Context: an optimization exercise on an open-source flow, tuned for small area, a short achievable clock period and few clock cycles per item. The choices shown serve that exercise and are no tape-out recipe. Only simulation tests tie the RTL to the original design; equivalence was not proved. Power is estimated from default activity; no workload was simulated.

==> run a: inputs <==
==> flow/design.v <==
package tpbd_pkg;
	localparam int PADDR_W = 4;
	localparam int PDATA_W = 32;
	localparam logic [1:0] REG_REPEAT_MODE    = 2'd0;
	localparam logic [1:0] REG_GATE_THRESHOLD = 2'd1;
	localparam logic [1:0] REG_MAX_COUNT      = 2'd2;
	localparam logic        RST_REPEAT_MODE    = 1'b0;
	localparam logic [15:0] RST_GATE_THRESHOLD = 16'd100;
	localparam logic [15:0] RST_MAX_COUNT      = 16'hFFFF;
	localparam logic ACTION_CAL  = 1'b0;
	localparam logic ACTION_SCAN = 1'b1;
	localparam logic KIND_CAL    = 1'b0;
	localparam logic KIND_SCAN   = 1'b1;
	localparam logic [2:0] SCAN_NORMAL  = 3'd3;
	localparam logic [2:0] SCAN_REPEAT  = 3'd6;
	localparam logic [1:0] LOCKOUT_LOAD = 2'd3;
	localparam logic [1:0] TS_IDLE = 2'd0;
	localparam logic [1:0] TS_CALC = 2'd1;
	localparam logic [1:0] TS_EMIT = 2'd2;
	localparam logic [2:0] CS_IDLE  = 3'd0;
	localparam logic [2:0] CS_PIVOT = 3'd1;
	localparam logic [2:0] CS_CMP   = 3'd2;
	localparam logic [2:0] CS_ACCUM = 3'd3;
	localparam logic [2:0] CS_DIV   = 3'd4;
endpackage
import tpbd_pkg::*;
module tpbd_trim_mean #(
	parameter int SAMPLE_W = 16,
	parameter int SUM_W    = 19
) (
	input  logic                clk,
	input  logic                arst_n,
	input  logic                wr_en,      
	input  logic                wr_first,   
	input  logic                wr_mid,     
	input  logic                wr_load,    
	input  logic [SAMPLE_W-1:0] wr_data,
	output logic [SUM_W-1:0]    sum
);
	logic [SAMPLE_W-1:0] lo1_q, lo2_q, hi1_q, hi2_q;
	logic [SAMPLE_W-1:0] add_q;
	logic                add_v_q, add_ld_q;
	logic [SUM_W-1:0]    sum_q;
	logic lt1, lt2, gt1, gt2;
	assign lt1 = wr_data < lo1_q;
	assign lt2 = wr_data < lo2_q;
	assign gt1 = wr_data > hi1_q;
	assign gt2 = wr_data > hi2_q;
	always_ff @(posedge clk) begin
		if (wr_en) begin
			if (wr_first) begin
				lo1_q <= wr_data;
				lo2_q <= '1;
				hi1_q <= wr_data;
				hi2_q <= '0;
			end else begin
				if (lt1) begin
					lo1_q <= wr_data;
					lo2_q <= lo1_q;
				end else if (lt2) begin
					lo2_q <= wr_data;
				end
				if (gt1) begin
					hi1_q <= wr_data;
					hi2_q <= hi1_q;
				end else if (gt2) begin
					hi2_q <= wr_data;
				end
			end
		end
		add_q <= lt2 ? lo2_q : (gt2 ? hi2_q : wr_data);
		if (add_v_q) begin
			sum_q <= (add_ld_q ? '0 : sum_q) + SUM_W'(add_q);
		end
	end
	always_ff @(posedge clk or negedge arst_n) begin
		if (!arst_n) begin
			add_v_q  <= 1'b0;
			add_ld_q <= 1'b0;
		end else begin
			add_v_q  <= wr_en && wr_mid;
			add_ld_q <= wr_en && wr_load;
		end
	end
	assign sum = sum_q;
endmodule
import tpbd_pkg::*;
module touch_pad_baseline_and_detect_unit #(
	parameter int CAL_SAMPLES   = 10,
	parameter int TRIM_EACH_END = 2,
	parameter int COUNT_WIDTH   = 16
) (
	input  logic                           clk,
	input  logic                           arst_n,
	input  logic                           in_valid,
	output logic                           in_stall,
	input  logic                           action,
	input  logic [15:0]                    charge_count,
	output logic                           out_valid,
	input  logic                           out_stall,
	output logic                           result_kind,
	output logic                           pressed,
	output logic [15:0]                    baseline_value,
	output logic                           cal_error,
	input  logic                           psel,
	input  logic                           penable,
	input  logic                           pwrite,
	input  logic [tpbd_pkg::PADDR_W-1:0]   paddr,
	input  logic [tpbd_pkg::PDATA_W-1:0]   pwdata,
	output logic [tpbd_pkg::PDATA_W-1:0]   prdata,
	output logic                           pready
);
	localparam int SUM_W = 19;
	function automatic logic [9:0] div3_8(input logic [1:0] r_in, input logic [7:0] b);
		logic [1:0] r;
		logic [7:0] q;
		r = r_in;
		for (int i = 7; i >= 0; i--) begin
			q[i] = r[1] | (r[0] & b[i]);
			r    = b[i] ? {r[1], ~(r[1] | r[0])} : {r[0], r[1]};
		end
		div3_8 = {r, q};
	endfunction
	logic        rep_q, rep_n;
	logic [15:0] gate_q;
	logic [15:0] maxc_q;
	logic [15:0] rd_q;
	logic        cfg_wr;
	assign pready = 1'b1;
	assign cfg_wr = psel && penable && pwrite;
	always_ff @(posedge clk or negedge arst_n) begin
		if (!arst_n) begin
			rep_q  <= RST_REPEAT_MODE;
			gate_q <= RST_GATE_THRESHOLD;
			maxc_q <= RST_MAX_COUNT;
		end else if (cfg_wr) begin
			unique case (paddr[3:2])
				REG_REPEAT_MODE:    rep_q  <= pwdata[0];
				REG_GATE_THRESHOLD: gate_q <= pwdata[15:0];
				REG_MAX_COUNT:      maxc_q <= pwdata[15:0];
				default:            rep_q  <= rep_q;
			endcase
		end
	end
	assign rep_n = (cfg_wr && paddr[3:2] == REG_REPEAT_MODE) ? pwdata[0] : rep_q;
	always_ff @(posedge clk) begin
		unique case (paddr[3:2])
			REG_REPEAT_MODE:    rd_q <= {15'd0, rep_q};
			REG_GATE_THRESHOLD: rd_q <= gate_q;
			REG_MAX_COUNT:      rd_q <= maxc_q;
			default:            rd_q <= '0;
		endcase
	end
	assign prdata = {16'd0, rd_q};
	logic [3:0]  cal_idx_q, cal_idx_n;
	logic [2:0]  scnt_q, scnt_n;
	logic [15:0] peak_q;
	logic [1:0]  lock_q;
	logic [15:0] base_q;
	logic [1:0]  rem_q;
	logic        d1_q, d2_q, d3_q, d4_q;
	logic        ev_q, ev_n;
	logic        pv_q, pv_n, ppress_q, ppress_n;
	logic        ov_q, ov_n;
	logic        okind_q, okind_n, opress_q, opress_n, ocerr_q, ocerr_n;
	logic        stall_q, stall_n;
	logic        in_acc, cal_acc, scan_acc, cal_last;
	logic [2:0]  scnt_inc;
	logic        scan_done;
	logic        take_v;
	logic [SUM_W-1:0] sum;
	assign in_acc   = in_valid && !stall_q;
	assign cal_acc  = in_acc && (action == ACTION_CAL);
	assign scan_acc = in_acc && (action == ACTION_SCAN);
	assign cal_last = (cal_idx_q == 4'd9);
	assign cal_idx_n = cal_acc ? (cal_last ? 4'd0 : cal_idx_q + 4'd1) : cal_idx_q;
	assign scnt_inc  = scnt_q + 3'd1;
	assign scan_done = scnt_inc >= (rep_q ? SCAN_REPEAT : SCAN_NORMAL);
	assign scnt_n    = scan_acc ? (scan_done ? 3'd0 : scnt_inc) : scnt_q;
	assign ev_n      = scan_acc && scan_done;
	assign take_v    = (scnt_q == 3'd0) || (charge_count > peak_q);
	tpbd_trim_mean #(
		.SAMPLE_W (16),
		.SUM_W    (SUM_W)
	) u_trim_mean (
		.clk      (clk),
		.arst_n   (arst_n),
		.wr_en    (cal_acc),
		.wr_first (cal_idx_q == 4'd0),
		.wr_mid   (cal_idx_q[3] || cal_idx_q[2]),
		.wr_load  (cal_idx_q == 4'd4),
		.wr_data  (charge_count),
		.sum      (sum)
	);
	logic [16:0] ea, eb, ec, es, ecy;
	logic [17:0] esum;
	logic        over, press;
	logic [1:0]  lock_cur, lock_hit;
	assign ea   = {1'b0, base_q};
	assign eb   = {1'b0, gate_q};
	assign ec   = {1'b1, ~peak_q};
	assign es   = ea ^ eb ^ ec;
	assign ecy  = (ea & eb) | (ea & ec) | (eb & ec);
	assign esum = {1'b0, es} + {ecy, 1'b1};
	assign over = !esum[17];
	assign lock_cur = rep_q ? 2'd0 : lock_q;
	assign press    = over && (lock_cur == 2'd0);
	assign lock_hit = over ? LOCKOUT_LOAD : lock_cur;
	logic free, cerr;
	assign free = !ov_q || !out_stall;
	assign cerr = base_q > {1'b0, maxc_q[15:1]};
	always_comb begin
		ov_n     = ov_q && out_stall;
		okind_n  = okind_q;
		opress_n = opress_q;
		ocerr_n  = ocerr_q;
		pv_n     = pv_q;
		ppress_n = ppress_q;
		if (d4_q) begin
			ov_n     = 1'b1;
			okind_n  = KIND_CAL;
			opress_n = 1'b0;
			ocerr_n  = cerr;
			if (ev_q) begin
				pv_n     = 1'b1;
				ppress_n = press;
			end
		end else if (pv_q && free) begin
			ov_n     = 1'b1;
			okind_n  = KIND_SCAN;
			opress_n = ppress_q;
			ocerr_n  = 1'b0;
			pv_n     = 1'b0;
		end else if (ev_q && free) begin
			ov_n     = 1'b1;
			okind_n  = KIND_SCAN;
			opress_n = press;
			ocerr_n  = 1'b0;
		end else if (ev_q) begin
			pv_n     = 1'b1;
			ppress_n = press;
		end
	end
	logic [9:0] div_hi, div_lo;
	assign div_hi = div3_8(sum[18:17], sum[16:9]);
	assign div_lo = div3_8(rem_q, sum[8:1]);
	logic cal_last_n, scan_can_n;
	assign cal_last_n = (cal_idx_n == 4'd9);
	assign scan_can_n = (scnt_n + 3'd1) >= (rep_n ? SCAN_REPEAT : SCAN_NORMAL);
	assign stall_n = (cal_last_n && (ov_n || pv_n || ev_n || (cal_acc && cal_last) ||
		d1_q || d2_q || d3_q)) ||
		(scan_can_n && (pv_n || ev_n || (cal_acc && cal_last) || d1_q));
	always_ff @(posedge clk or negedge arst_n) begin
		if (!arst_n) begin
			cal_idx_q <= '0;
			scnt_q    <= '0;
			lock_q    <= '0;
			base_q    <= '0;
			d1_q      <= 1'b0;
			d2_q      <= 1'b0;
			d3_q      <= 1'b0;
			d4_q      <= 1'b0;
			ev_q      <= 1'b0;
			pv_q      <= 1'b0;
			ov_q      <= 1'b0;
			stall_q   <= 1'b0;
		end else begin
			cal_idx_q <= cal_idx_n;
			scnt_q    <= scnt_n;
			d1_q      <= cal_acc && cal_last;
			d2_q      <= d1_q;
			d3_q      <= d2_q;
			d4_q      <= d3_q;
			ev_q      <= ev_n;
			pv_q      <= pv_n;
			ov_q      <= ov_n;
			stall_q   <= stall_n;
			if (ev_q) begin
				lock_q <= (lock_hit != 2'd0) ? lock_hit - 2'd1 : 2'd0;
			end
			if (d2_q) begin
				base_q[15:8] <= div_hi[7:0];
			end
			if (d3_q) begin
				base_q[7:0] <= div_lo[7:0];
			end
		end
	end
	always_ff @(posedge clk) begin
		if (d2_q) begin
			rem_q <= div_hi[9:8];
		end
		if (scan_acc && take_v) begin
			peak_q <= charge_count;
		end
		okind_q  <= okind_n;
		opress_q <= opress_n;
		ocerr_q  <= ocerr_n;
		ppress_q <= ppress_n;
	end
	assign in_stall       = stall_q;
	assign out_valid      = ov_q;
	assign result_kind    = okind_q;
	assign pressed        = opress_q;
	assign baseline_value = base_q;
	assign cal_error      = ocerr_q;
endmodule
==> flow/run.sh <==
#!/bin/bash
# synth_recipe.tcl (not shown) runs the flow's synth.tcl, then flattens the netlist and writes it again
# the make line also repeats each setting of config.mk as NAME=value (left out here)
make -C /OpenROAD-flow-scripts/flow DESIGN_CONFIG=/design/flow/config.mk WORK_HOME=/design/flow/orfs CLKGATE_MAP_FILE= SYNTH_SCRIPT=/design/flow/synth_recipe.tcl finish
==> flow/config.mk <==
export PLATFORM = sky130hd
export DESIGN_NAME = touch_pad_baseline_and_detect_unit
export DESIGN_NICKNAME = touch_pad_baseline_and_detect_unit
export VERILOG_FILES = /design/flow/design.v
export SDC_FILE = /design/flow/constraint.sdc
export NUM_CORES = 4
export LEC_CHECK = 0
export ABC_AREA = 1
export CAP_MARGIN = 20
export CORE_MARGIN = 2
export CORE_UTILIZATION = 40
export SETUP_SLACK_MARGIN = 5
export SLEW_MARGIN = 20
==> flow/constraint.sdc <==
create_clock -name core_clock -period 8.0 [get_ports {clk}]
set_input_delay 1.6000 -clock core_clock [delete_from_list [all_inputs] [get_ports {clk}]]
set_output_delay 1.6000 -clock core_clock [all_outputs]
set_load 0.01 [all_outputs]
==> inputs of run b, as changes to run a <==
ABC_AREA = default   (was 1)
SETUP_SLACK_MARGIN = default   (was 5)
==> summary of the runs <==
Between run a and run b, the lower power is in run a (gap about 3%, measured against run b).
Clock power is about the same in run a and run b.
Clock-buffer cell count: run b is lower than run a (1).
In run a the cell area is larger than in run b, by 4.9%.
Between run a and run b, the lower global-route usage is in run b (gap 2.8 points).
In run b the non-clock buffer count is lower than in run a, by 75.
Between run b and run a, the lower final cell count is in run b (gap 2.8%, measured against run a).
Between run a and run b, the lower sequential power is in run a (gap about 9%, measured against run b).
In run b the area after synthesis is larger than in run a, by about 10%.
==> figures <==
quantity                                                                      run b       run a
Detailed-route via count                                                       9534        9683
CP peak stage delay                                                          760 ps      270 ps
Switching power as a share of total power                                     0.376       0.379
Post-synthesis share of cell area spent on and, or, nand and nor gates        0.121       0.139
Cell Rows                                                                        66          63
Worst setup slack before clock tree synthesis                               2320 ps     2930 ps
Number of distinct standard cells referenced by the synthesized netlist          86          58
Overall power                                                               4.90 mW     4.75 mW
Post-Syn Area per Cell                                                     9.84 µm²    9.03 µm²
Die Span Y                                                                   187 µm      178 µm
Routed length on met2                                                      13000 µm    15000 µm
Final Instance Area                                                       15200 µm²   16000 µm²
Clock network fraction of total power                                         0.227       0.232
First-pass GRT wire length                                                 47400 µm    47700 µm
HPWL Detailed                                                              21500 µm    21100 µm
Result of the run                                          timing/DRC/antenna clean  timing/DRC/antenna clean
Vias in the first global route                                                 9363        9346
Multi-input combinational cell count                                            913         859
Number of clock buffers in the layout                                            34          35
Testbench counts of run a, summed over its fixed seeds: cycles 5,264, results 1,600.
Testbench counts of run b, summed over its fixed seeds: cycles 5,264, results 1,600.

separate check: timing with driven ports:
How much do the figures lean on ideal ports? The routed layouts below were timed once more, with nothing changed but the port constraints.
Step 1 assumes that a clkbuf_16 drives the clock port and a buf_2 every other input.
Step 2, shift: input delay + t, output delay - t, t = (earliest + latest rising clock arrival at the registers) / 2. This alone moves slack from input paths to output paths.
a / b / c = ideal ports / drivers / drivers and shift; a / b = the first two.
| run | shift t [ns] | slack for setup (ns) | hold slack, ns | latest minus earliest clock arrival (ns) | slew at the worst register clock pin (ns) |
|---|---|---|---|---|---|
| run a | 0.564 | 4.813 / 4.796 / 4.233 | 0.409 / 0.409 / 0.409 | 0.013 / 0.013 | 0.06 / 0.06 |
| run b | 0.558 | 2.937 / 2.952 / 2.394 | 0.413 / 0.413 / 0.413 | 0.011 / 0.011 | 0.06 / 0.06 |
After both steps every run listed still meets setup and hold. The setup slack of run a, which loses most, moves by -0.017 ns with the drivers and by -0.580 ns with both steps.
